Background: an optimization exercise with open tools, aiming at small area and few clock cycles. Do not read the settings as production practice.
In this exercise RTL edits were held to simulation tests only and were not proved equivalent to the original.
No activity file was given, so power comes from the tool's default toggle rates.

==> flow/design.v <==
package bmpd_pkg;
    localparam logic [15:0] KEY_COLOR = 16'hF81F;
    localparam logic [7:0]  SIG_B     = 8'h42;
    localparam logic [7:0]  SIG_M     = 8'h4D;
    function automatic logic [11:0] inc12(input logic [11:0] a);
        logic c;
        c = 1'b1;
        for (int i = 0; i < 12; i++)
        begin
            inc12[i] = a[i] ^ c;
            c        = c & a[i];
        end
    endfunction
    function automatic logic [11:0] dec12(input logic [11:0] a);
        logic b;
        b = 1'b1;
        for (int i = 0; i < 12; i++)
        begin
            dec12[i] = a[i] ^ b;
            b        = b & ~a[i];
        end
    endfunction
    function automatic logic [15:0] dec16(input logic [15:0] a);
        logic b;
        b = 1'b1;
        for (int i = 0; i < 16; i++)
        begin
            dec16[i] = a[i] ^ b;
            b        = b & ~a[i];
        end
    endfunction
    function automatic logic [3:0] dec4(input logic [3:0] a);
        logic b;
        b = 1'b1;
        for (int i = 0; i < 4; i++)
        begin
            dec4[i] = a[i] ^ b;
            b       = b & ~a[i];
        end
    endfunction
    function automatic logic [11:0] add11(input logic [10:0] a, input logic [10:0] b);
        logic c;
        logic c6;
        logic cg;
        logic pp;
        logic p;
        c = 1'b0;
        for (int i = 0; i < 6; i++)
        begin
            add11[i] = a[i] ^ b[i] ^ c;
            c        = (a[i] & b[i]) | (c & (a[i] ^ b[i]));
        end
        c6 = c;
        cg = 1'b0;
        pp = 1'b1;
        for (int i = 6; i < 11; i++)
        begin
            p        = a[i] ^ b[i];
            add11[i] = p ^ (cg | (c6 & pp));
            cg       = (a[i] & b[i]) | (cg & p);
            pp       = pp & p;
        end
        add11[11] = cg | (c6 & pp);
    endfunction
endpackage
`default_nettype none
module bmpd_cfg_regs
(
    input  wire logic        clk,
    input  wire logic        rst_n,
    input  wire logic        cfg_valid,
    input  wire logic [1:0]  cfg_index,
    input  wire logic [10:0] cfg_data,
    output logic      [10:0] origin_x,
    output logic      [10:0] origin_y,
    output logic             keyed_mode
);
    always_ff @(posedge clk or negedge rst_n)
    begin
        if (!rst_n)
        begin
            origin_x   <= '0;
            origin_y   <= '0;
            keyed_mode <= 1'b0;
        end
        else if (cfg_valid)
        begin
            if (cfg_index == 2'd0) origin_x   <= cfg_data;
            if (cfg_index == 2'd1) origin_y   <= cfg_data;
            if (cfg_index == 2'd2) keyed_mode <= cfg_data[0];
        end
    end
endmodule
`default_nettype wire
`default_nettype none
module bmp_stream_to_rgb565_pixels
(
    input  wire logic         clk,
    input  wire logic         rst_n,
    input  wire logic         in_valid,
    output logic              in_ready,
    input  wire logic [7:0]   in_data,
    input  wire logic         in_file_start,
    output logic              out_valid,
    input  wire logic         out_ready,
    output logic [1:0]        out_kind,
    output logic [15:0]       out_color,
    output logic [11:0]       out_x,
    output logic [11:0]       out_y,
    output logic              out_visible,
    output logic              out_row_end,
    output logic              out_image_done,
    input  wire logic         cfg_valid,
    output logic              cfg_ready,
    input  wire logic [1:0]   cfg_index,
    input  wire logic [10:0]  cfg_data
);
    logic [10:0] origin_x;
    logic [10:0] origin_y;
    logic        keyed;
    assign cfg_ready = 1'b1;
    bmpd_cfg_regs u_cfg
    (
        .clk        (clk),
        .rst_n      (rst_n),
        .cfg_valid  (cfg_valid),
        .cfg_index  (cfg_index),
        .cfg_data   (cfg_data),
        .origin_x   (origin_x),
        .origin_y   (origin_y),
        .keyed_mode (keyed)
    );
    logic        valid;
    logic [11:0] col,  col_n;
    logic [11:0] rows, rows_n;
    logic [11:0] wid,  wid_n;
    logic [15:0] cnt,  cnt_n;
    logic [3:0]  clr;
    logic [15:0] color, color_n;
    logic        fa,   fa_n;
    logic        fb,   fb_n;
    logic        b16,  b16_n;
    logic        b32,  b32_n;
    logic        accept;
    logic        res;
    logic        hdr;
    logic [4:0]  hp;
    logic [11:0] col_inc;
    logic [11:0] rows_dec;
    logic [15:0] cnt_dec;
    logic        row_end;
    logic        last_row;
    logic        done;
    logic        dead;
    logic        last_lane;
    logic        started;
    logic        pix_byte;
    logic [3:0]  lane_dec;
    logic [1:0]  pad;
    logic        fmt_bad;
    logic        size_bad;
    assign in_ready = !valid || out_ready;
    assign accept   = in_valid && in_ready;
    assign col_inc  = bmpd_pkg::inc12(col);
    assign rows_dec = bmpd_pkg::dec12(rows);
    assign cnt_dec  = bmpd_pkg::dec16(cnt);
    assign hp  = in_file_start ? 5'd1 : col[4:0];
    assign hdr = in_file_start || (col[11] && (col[4:0] != 5'h1F));
    assign row_end   = (col_inc == wid);
    assign last_row  = (rows == 12'd0);
    assign started   = !col[11];
    assign color     = {cnt[15:4], clr};
    assign pix_byte  = started ? (cnt[3:2] == 2'b11) : (cnt == 16'd15);
    assign lane_dec  = bmpd_pkg::dec4(cnt[3:0]);
    assign done      = row_end && last_row && (cnt[3:0] == 4'hF);
    assign dead      = fa || fb || done;
    assign last_lane = b16 ? (cnt[1:0] == 2'd2) :
                       b32 ? (cnt[1:0] == 2'd0) :
                             (cnt[1:0] == 2'd1);
    assign pad       = b16 ? {wid[0], 1'b0} :
                       b32 ? 2'd0 :
                             wid[1:0];
    assign fmt_bad  = fa || (in_data != 8'h00);
    assign size_bad = fb || rows[11] || (wid == 12'd0) || (wid[11] && (wid[10:0] != 11'd0));
    always_comb
    begin
        col_n  = col;
        rows_n = rows;
        wid_n  = wid;
        cnt_n  = cnt;
        color_n = color;
        fa_n   = fa;
        fb_n   = fb;
        b16_n  = b16;
        b32_n  = b32;
        res    = 1'b0;
        if (hdr)
        begin
            col_n = in_file_start ? 12'hFE2 : col_inc;
            if (hp[4])
            begin
                cnt_n = cnt_dec;
            end
            case (hp)
                5'd1:        
                begin
                    fa_n = (in_data != bmpd_pkg::SIG_B);
                    fb_n = 1'b0;
                end
                5'd2:        
                begin
                    fa_n = 1'b0;
                    if (fa || (in_data != bmpd_pkg::SIG_M))
                    begin
                        fb_n  = 1'b1;
                        col_n = 12'hFFF;
                        res   = 1'b1;
                    end
                end
                5'd11:       
                begin
                    cnt_n[7:0] = in_data;
                end
                5'd12:       
                begin
                    cnt_n[15:8] = in_data;
                    if ((in_data == 8'h00) && (cnt[7:5] == 3'd0) && (cnt[4:1] != 4'hF))
                    begin
                        fa_n = 1'b1;
                    end
                end
                5'd13, 5'd14:    
                begin
                    if (in_data != 8'h00)
                    begin
                        fa_n = 1'b1;
                    end
                end
                5'd19:       
                begin
                    wid_n[7:0] = in_data;
                end
                5'd20:       
                begin
                    wid_n[11:8] = in_data[3:0];
                    if (in_data[7:4] != 4'h0)
                    begin
                        fb_n = 1'b1;
                    end
                end
                5'd23:       
                begin
                    rows_n[7:0] = in_data;
                end
                5'd24:       
                begin
                    rows_n[11:8] = in_data[3:0];
                    if (in_data[7:4] != 4'h0)
                    begin
                        fb_n = 1'b1;
                    end
                end
                5'd21, 5'd22, 5'd25, 5'd26:   
                begin
                    if (in_data != 8'h00)
                    begin
                        fb_n = 1'b1;
                    end
                end
                5'd27:       
                begin
                    rows_n = rows_dec;
                end
                5'd29:       
                begin
                    b16_n = (in_data == 8'h10);
                    b32_n = (in_data == 8'h20);
                    if (!((in_data == 8'h10) || (in_data == 8'h18) || (in_data == 8'h20)))
                    begin
                        fa_n = 1'b1;
                    end
                end
                5'd30:       
                begin
                    fa_n = fmt_bad || size_bad;
                    fb_n = !fmt_bad && size_bad;
                    res  = fmt_bad || size_bad;
                end
                default:
                begin
                end
            endcase
        end
        else if (!dead)
        begin
            if (!pix_byte)
            begin
                cnt_n = started ? {cnt[15:4], lane_dec} : cnt_dec;
            end
            else
            begin
                if (cnt[1:0] == 2'd3)
                begin
                    col_n  = row_end ? 12'd0 : col_inc;
                    rows_n = row_end ? rows_dec : rows;
                end
                if (b16)
                begin
                    if (cnt[1:0] == 2'd3) color_n[7:0]  = in_data;
                    if (cnt[1:0] == 2'd2) color_n[15:8] = in_data;
                end
                else
                begin
                    if (cnt[1:0] == 2'd3) color_n[4:0]   = in_data[7:3];
                    if (cnt[1:0] == 2'd2) color_n[10:5]  = in_data[7:2];
                    if (cnt[1:0] == 2'd1) color_n[15:11] = in_data[7:3];
                end
                cnt_n[15:4] = color_n[15:4];
                if (last_lane)
                begin
                    res        = 1'b1;
                    cnt_n[3:0] = (row_end && !last_row) ? bmpd_pkg::dec4({2'b00, pad}) : 4'hF;
                end
                else
                begin
                    cnt_n[3:0] = lane_dec;
                end
            end
        end
    end
    always_ff @(posedge clk or negedge rst_n)
    begin
        if (!rst_n)
        begin
            valid <= 1'b0;
            col   <= 12'hFE1;
        end
        else
        begin
            valid <= (accept && res) || (valid && !out_ready);
            if (accept)
            begin
                col <= col_n;
            end
        end
    end
    always_ff @(posedge clk)
    begin
        if (accept)
        begin
            rows <= rows_n;
            wid  <= wid_n;
            cnt  <= cnt_n;
            clr  <= color_n[3:0];
            fa   <= fa_n;
            fb   <= fb_n;
            b16  <= b16_n;
            b32  <= b32_n;
        end
    end
    logic pix;
    assign pix            = !(fa || fb);
    assign out_valid      = valid;
    assign out_kind       = {fa, fb};
    assign out_color      = !pix   ? 16'h0000 :
                            keyed  ? color : {color[7:0], color[15:8]};
    assign out_x          = pix ? bmpd_pkg::add11(origin_x, col[10:0])  : 12'h000;
    assign out_y          = pix ? bmpd_pkg::add11(origin_y, rows[10:0]) : 12'h000;
    assign out_visible    = pix && !(keyed && (color == bmpd_pkg::KEY_COLOR));
    assign out_row_end    = pix && row_end;
    assign out_image_done = pix && row_end && last_row;
endmodule
`default_nettype wire
export LEC_CHECK = 0
export CAP_MARGIN = 20
export CORE_MARGIN = 2
export CORE_UTILIZATION = 40
export SLEW_MARGIN = 20
create_clock -name core_clock -period 5.0 [get_ports {clk}]
run.sh (not shown) runs the stock make flow with config.mk's settings and CLKGATE_MAP_FILE= SYNTH_SCRIPT=/design/flow/synth_recipe.tcl, a recipe that flattens the netlist after the stock synthesis.
Testbench counts at the start, summed over its fixed seeds: cycles 73,616.
Edit:
--- a/flow/design.v
+++ b/flow/design.v
@@ -37,33 +37,19 @@
             dec4[i] = a[i] ^ b;
             b       = b & ~a[i];
         end
     endfunction
     function automatic logic [11:0] add11(input logic [10:0] a, input logic [10:0] b);
         logic c;
-        logic c6;
-        logic cg;
-        logic pp;
-        logic p;
         c = 1'b0;
-        for (int i = 0; i < 6; i++)
+        for (int i = 0; i < 11; i++)
         begin
             add11[i] = a[i] ^ b[i] ^ c;
             c        = (a[i] & b[i]) | (c & (a[i] ^ b[i]));
         end
-        c6 = c;
-        cg = 1'b0;
-        pp = 1'b1;
-        for (int i = 6; i < 11; i++)
-        begin
-            p        = a[i] ^ b[i];
-            add11[i] = p ^ (cg | (c6 & pp));
-            cg       = (a[i] & b[i]) | (cg & p);
-            pp       = pp & p;
-        end
-        add11[11] = cg | (c6 & pp);
+        add11[11] = c;
     endfunction
 endpackage
 `default_nettype none
 module bmpd_cfg_regs
 (
     input  wire logic        clk,
Now the flow produced a layout that fails on setup timing. Clock power went up by 3.0%. Sequential power is lower by 4.7%. Core utilization came out lower by 0.26 points. Fmax came out lower by 16%. Sequential share of layout area increases by 0.29 points. Count of clock-buffer cells in the layout came out higher by 2. Final cell count fell by 0.90%. Final area decreases by 0.89%. Register-to-register slack got worse by 0.04 ns.
Testbench counts after the change, summed over its fixed seeds: cycles 73,616.

## port drivers added, routing unchanged
In the flow no input, the clock included, has a driving cell. The finished layouts below were timed again as built, in two steps.
Step 1: set_driving_cell puts a clkbuf_16 on clk and a buf_2 on each other input, an assumption about the parent block.
Step 2 times the ports against the registers' clock, not the clock port: input delays grow and output delays shrink by t, the midpoint of the rising clock arrivals with the driver on.
Three values: ideal ports, drivers, drivers and shift; two values: the first two.
run	t (ns)	slack for setup (ns)	worst hold slack (ns)
the first run	0.384	0.155 / 0.114 / 0.472	0.510 / 0.510 / 0.510
the second run	0.390	-0.757 / -0.798 / -0.409	0.485 / 0.485 / 0.485
